What follows belongs to an exercise in optimizing a design on an open flow for small area, a short achievable clock period and few clock cycles per item; a production flow would make more cautious choices. In this exercise RTL edits were held to simulation tests only and were not proved equivalent to the original.

==> inputs of run a <==
## keyed_fifo_queue
module keyed_fifo_queue #(
  parameter int unsigned Depth = kfq_pkg::DefaultDepth
) (
  input  logic        clk_i,
  input  logic        rst_ni,
  input  logic        cmd_valid_i,
  output logic        cmd_ready_o,
  input  logic [2:0]  cmd_command_i,
  input  logic [31:0] cmd_key_i,
  input  logic [31:0] cmd_value_i,
  output logic        rsp_valid_o,
  input  logic        rsp_ready_i,
  output logic [1:0]  rsp_status_o,
  output logic [31:0] rsp_key_o,
  output logic [31:0] rsp_value_o
);
  logic             a_v_q;
  logic             a_enq_q;    
  logic             a_dp_q;     
  logic             a_fr_q;     
  logic             a_take_q;   
  logic [31:0]      a_key_q, a_val_q;
  logic [Depth-1:0] a_cand_q;
  logic             b_v_q;
  logic             b_full_q;    
  logic             b_empty_q;   
  logic             b_fr_q;      
  logic [Depth-1:0] b_sel_q;
  logic [Depth-1:0]            valid_q;
  logic [Depth-1:0]            free_q;   
  logic [Depth-1:0][Depth-1:0] age_q;    
  logic [Depth-1:0][31:0]      slot_key;
  logic [Depth-1:0][31:0]      slot_val;
  logic             advance;
  logic             cmd_fire;
  logic             b_fire;
  logic [Depth-1:0] we;
  logic             blk_q;   
  assign advance     = !rsp_valid_o || rsp_ready_i;
  assign cmd_ready_o = !blk_q || rsp_ready_i;
  assign cmd_fire    = cmd_valid_i && cmd_ready_o;
  assign b_fire      = advance && a_v_q;
  ...
clock: 5.0 ns
lec_check: 0
cap_margin: 20
core_margin: 2
core_utilization: 60
cts_cluster_diameter: 100
cts_cluster_size: 20
place_density: 0.7
setup_slack_margin: 2.7
slew_margin: 20
standard.sh (not shown) runs the stock make flow with config.mk's settings and CLKGATE_MAP_FILE= SYNTH_SCRIPT=/design/flow/synth_recipe.tcl, a recipe that flattens the netlist after the stock synthesis.
==> flow/flow/run.sh <==
#!/bin/bash
# The standard layout, with faster port buffers and cell resizing not tied to
# the cell footprint. The make output goes to standard_flow.log; ORFS keeps
# each step's log under orfs/logs/.
set -o pipefail
bash standard.sh \
  BUFFER_PORTS_ARGS="-buffer_cell sky130_fd_sc_hd__buf_4" \
  MATCH_CELL_FOOTPRINT=0 \
  finish > standard_flow.log 2>&1
==> run b (differences from run a) <==
==> flow/design.v (replaced) <==
package kfq_pkg;
  localparam int unsigned DefaultDepth = 16;
  localparam int unsigned KeyW = 32;
  localparam int unsigned CmdW = 3;
  localparam int unsigned StatusW = 2;
  typedef enum logic [CmdW-1:0] {
    CMD_ENQUEUE = 3'd0,
    CMD_DEQUEUE = 3'd1,
    CMD_PEEK    = 3'd2,
    CMD_FIND    = 3'd3,
    CMD_REMOVE  = 3'd4
  } cmd_e;
  typedef enum logic [StatusW-1:0] {
    STAT_OK        = 2'd0,
    STAT_EMPTY     = 2'd1,
    STAT_NOT_FOUND = 2'd2,
    STAT_FULL      = 2'd3
  } status_e;
  typedef enum logic [1:0] {
    OP_HOLD   = 2'd0,
    OP_PUSH   = 2'd1,
    OP_POP    = 2'd2,
    OP_ROTATE = 2'd3
  } op_e;
  typedef enum logic {
    ST_IDLE   = 1'b0,
    ST_SEARCH = 1'b1
  } state_e;
  typedef struct packed {
    op_e                   op;
    logic signed [KeyW-1:0] key;
    logic signed [KeyW-1:0] value;
  } cell_ctl_t;
  typedef struct packed {
    status_e                status;
    logic signed [KeyW-1:0] key_out;
    logic signed [KeyW-1:0] value_out;
  } rsp_t;
endpackage
module kfq_cell (
  input  logic        clk_i,
  input  logic        we_i,
  input  logic [31:0] key_i,
  input  logic [31:0] value_i,
  output logic [31:0] key_o,
  output logic [31:0] value_o
);
  logic [31:0] key_q, value_q;
  always_ff @(posedge clk_i) begin
    if (we_i) begin
      key_q   <= key_i;
      value_q <= value_i;
    end
  end
  assign key_o   = key_q;
  assign value_o = value_q;
endmodule
module kfq_out_buf #(
  parameter int unsigned Depth = 16
) (
  input  logic             clk_i,
  input  logic             rst_ni,
  input  logic             load_i,
  input  logic             valid_i,
  input  logic [1:0]       status_i,
  input  logic [Depth-1:0] sel_i,
  input  logic [Depth-1:0][31:0] slot_key_i,
  input  logic [Depth-1:0][31:0] slot_val_i,
  output logic             rsp_valid_o,
  output logic [1:0]       rsp_status_o,
  output logic [31:0]      rsp_key_o,
  output logic [31:0]      rsp_value_o
);
  logic [31:0] key_d, val_d;
  always_comb begin
    key_d = '0;
    val_d = '0;
    for (int i = 0; i < Depth; i++) begin
      key_d = key_d | (slot_key_i[i] & {32{sel_i[i]}});
      val_d = val_d | (slot_val_i[i] & {32{sel_i[i]}});
    end
  end
  always_ff @(posedge clk_i or negedge rst_ni) begin
    if (!rst_ni) begin
      rsp_valid_o <= 1'b0;
    end else if (load_i) begin
      rsp_valid_o <= valid_i;
    end
  end
  always_ff @(posedge clk_i) begin
    if (load_i) begin
      rsp_status_o <= status_i;
      rsp_key_o    <= key_d;
      rsp_value_o  <= val_d;
    end
  end
endmodule
module keyed_fifo_queue #(
  parameter int unsigned Depth = kfq_pkg::DefaultDepth
) (
  input  logic        clk_i,
  input  logic        rst_ni,
  input  logic        cmd_valid_i,
  output logic        cmd_ready_o,
  input  logic [2:0]  cmd_command_i,
  input  logic [31:0] cmd_key_i,
  input  logic [31:0] cmd_value_i,
  output logic        rsp_valid_o,
  input  logic        rsp_ready_i,
  output logic [1:0]  rsp_status_o,
  output logic [31:0] rsp_key_o,
  output logic [31:0] rsp_value_o
);
  logic             a_v_q;
  logic [2:0]       a_cmd_q;
  logic [31:0]      a_key_q, a_val_q;
  logic [Depth-1:0] a_match_q;
  logic             b_v_q;
  logic [1:0]       b_status_q;
  logic [Depth-1:0] b_sel_q;
  logic [Depth-1:0]            valid_q;
  logic [Depth-1:0][Depth-1:0] age_q;   
  logic [Depth-1:0][31:0]      slot_key;
  logic [Depth-1:0][31:0]      slot_val;
  logic             advance;
  logic             cmd_fire;
  logic             b_fire;
  logic [Depth-1:0] we;
  assign advance     = !rsp_valid_o || rsp_ready_i;
  assign cmd_ready_o = advance || !a_v_q;
  assign cmd_fire    = cmd_valid_i && cmd_ready_o;
  assign b_fire      = advance && a_v_q;
  logic             eq_wr;
  logic [Depth-1:0] match_d;
  assign eq_wr = cmd_key_i == a_key_q;
  for (genvar i = 0; i < Depth; i++) begin : g_match
    assign match_d[i] = we[i] ? eq_wr : (cmd_key_i == slot_key[i]);
  end
  always_ff @(posedge clk_i or negedge rst_ni) begin
    if (!rst_ni) begin
      a_v_q <= 1'b0;
    end else if (cmd_ready_o) begin
      a_v_q <= cmd_valid_i;
    end
  end
  always_ff @(posedge clk_i) begin
    if (cmd_fire) begin
      a_cmd_q   <= cmd_command_i;
      a_key_q   <= cmd_key_i;
      a_val_q   <= cmd_value_i;
      a_match_q <= match_d;
    end
  end
  logic is_enq, is_deq, is_peek, is_find, is_rem, is_dp, is_fr;
  logic [Depth-1:0] cand, sel, alloc, remove;
  logic full, empty, any;
  logic [1:0] status;
  assign is_enq  = a_cmd_q == kfq_pkg::CMD_ENQUEUE;
  assign is_deq  = a_cmd_q == kfq_pkg::CMD_DEQUEUE;
  assign is_peek = a_cmd_q == kfq_pkg::CMD_PEEK;
  assign is_find = a_cmd_q == kfq_pkg::CMD_FIND;
  assign is_rem  = a_cmd_q == kfq_pkg::CMD_REMOVE;
  assign is_dp   = is_deq || is_peek;
  assign is_fr   = is_find || is_rem;
  assign full  = &valid_q;
  assign empty = ~|valid_q;
  for (genvar i = 0; i < Depth; i++) begin : g_slot
    logic [Depth-1:0] older;   
    logic             beaten;
    assign cand[i] = valid_q[i] && (is_dp || a_match_q[i]);
    for (genvar j = 0; j < Depth; j++) begin : g_age
      if (j < i) begin : g_lo
        assign older[j] = age_q[j][i];
      end else if (j > i) begin : g_hi
        assign older[j] = !age_q[i][j];
      end else begin : g_eq
        assign older[j] = 1'b0;
      end
    end
    assign beaten = |(cand & older);
    assign sel[i] = cand[i] && !beaten && (is_dp || is_fr);
    if (i == 0) begin : g_a0
      assign alloc[i] = is_enq && !valid_q[i];
    end else begin : g_an
      assign alloc[i] = is_enq && !valid_q[i] && (&valid_q[i-1:0]);
    end
    assign we[i] = b_fire && alloc[i];
    kfq_cell u_cell (
      .clk_i  (clk_i),
      .we_i   (we[i]),
      .key_i  (a_key_q),
      .value_i(a_val_q),
      .key_o  (slot_key[i]),
      .value_o(slot_val[i])
    );
  end
  assign any    = |cand;
  assign remove = sel & {Depth{is_deq || is_rem}};
  always_comb begin
    status = kfq_pkg::STAT_OK;
    if (is_enq && full) status = kfq_pkg::STAT_FULL;
    if ((is_dp || is_fr) && empty) status = kfq_pkg::STAT_EMPTY;
    else if (is_fr && !any) status = kfq_pkg::STAT_NOT_FOUND;
  end
  always_ff @(posedge clk_i or negedge rst_ni) begin
    if (!rst_ni) begin
      valid_q <= '0;
      b_v_q   <= 1'b0;
    end else if (advance) begin
      b_v_q <= a_v_q;
      if (a_v_q) valid_q <= (valid_q & ~remove) | alloc;
    end
  end
  always_ff @(posedge clk_i) begin
    if (advance) begin
      b_status_q <= status;
      b_sel_q    <= sel;
    end
  end
  for (genvar i = 0; i < Depth; i++) begin : g_age_row
    for (genvar j = i + 1; j < Depth; j++) begin : g_age_col
      always_ff @(posedge clk_i) begin
        if (b_fire && (alloc[i] || alloc[j])) begin
          age_q[i][j] <= alloc[j];
        end
      end
    end
    for (genvar j = 0; j <= i; j++) begin : g_age_unused
      assign age_q[i][j] = 1'b0;
    end
  end
  kfq_out_buf #(.Depth(Depth)) u_out_buf (
    .clk_i       (clk_i),
    .rst_ni      (rst_ni),
    .load_i      (advance),
    .valid_i     (b_v_q),
    .status_i    (b_status_q),
    .sel_i       (b_sel_q),
    .slot_key_i  (slot_key),
    .slot_val_i  (slot_val),
    .rsp_valid_o (rsp_valid_o),
    .rsp_status_o(rsp_status_o),
    .rsp_key_o   (rsp_key_o),
    .rsp_value_o (rsp_value_o)
  );
endmodule
==> flow/run.sh (new file) <==
#!/bin/bash
# synth_recipe.tcl (not shown) runs the flow's synth.tcl, then flattens the netlist and writes it again
# the make line also repeats each setting of config.mk as NAME=value (left out here)
make -C /OpenROAD-flow-scripts/flow DESIGN_CONFIG=/design/flow/config.mk WORK_HOME=/design/flow/orfs CLKGATE_MAP_FILE= SYNTH_SCRIPT=/design/flow/synth_recipe.tcl finish
- CORE_UTILIZATION: 60 -> 55
- CTS_BUF_LIST: unset -> sky130_fd_sc_hd__clkbuf_4 sky130_fd_sc_hd__clkbuf_8
- CTS_CLUSTER_DIAMETER: 100 -> unset
- CTS_CLUSTER_SIZE: 20 -> unset
- PLACE_DENSITY: 0.7 -> 0.65
- SETUP_SLACK_MARGIN: 2.7 -> 2.5
removed: flow/flow/run.sh
removed: flow/standard.sh
==> tab_implementation.tex <==
\begin{tabular}{lr}
\hline
Metric & Value \\
\hline
\multicolumn{2}{l}{\textbf{Status}} \\
\quad Status & complete, no violations \\
\multicolumn{2}{l}{\textbf{Yosys}} \\
\quad Number of enable-type register cells in the synthesized netlist & 1311 \\
\quad Share of flip-flops with an asynchronous set or reset after synthesis & 1.43\% \\
\multicolumn{2}{l}{\textbf{Place}} \\
\quad Post-DP HPWL & 164000 µm \\
\hline
\end{tabular}
-- figures above: run b

==> tab_implementation.tex <==
\begin{tabular}{lr}
\hline
Metric & Value \\
\hline
\multicolumn{2}{l}{\textbf{Status}} \\
\quad Status & complete, no violations \\
\multicolumn{2}{l}{\textbf{Clocking}} \\
\quad CTS tree & yes \\
\multicolumn{2}{l}{\textbf{Cells and area}} \\
\quad Buffering overhead & 5.55\% \\
\multicolumn{2}{l}{\textbf{Place}} \\
\quad Post-DP HPWL & 132000 µm \\
\hline
\end{tabular}
-- figures above: run a

Testbench counts of run a, summed over its fixed seeds: cycles 12,824, items 12,800.
Testbench counts of run b, summed over its fixed seeds: cycles 12,824, items 12,800.

==> afterwards: timing with drivers on the ports <==
In the flow no input, the clock included, has a driving cell. The finished layouts below were timed again as built, in two steps.
Step 1 sets driving cells, clkbuf_16 on the clock port and buf_2 on the other inputs (assumed; they add their load-dependent delay and slew).
Step 2 also shifts input and output timing later by t, the mid clock arrival at the registers, as if the neighbouring blocks saw the same clock.
a / b / c = ideal ports / drivers / drivers and shift; a / b = the first two.
| run | shift t [ns] | slack for setup (ns) | worst setup path after step 2 |
|---|---|---|---|
| run a | 0.786 | 2.514 / 2.541 / 1.783 | input to register |
| run b | 1.012 | 2.299 / 2.282 / 1.270 | input to register |
After both steps every run listed still meets setup and hold. The setup slack of run b, which loses most, moves by -0.017 ns with the drivers and by -1.029 ns with both steps.
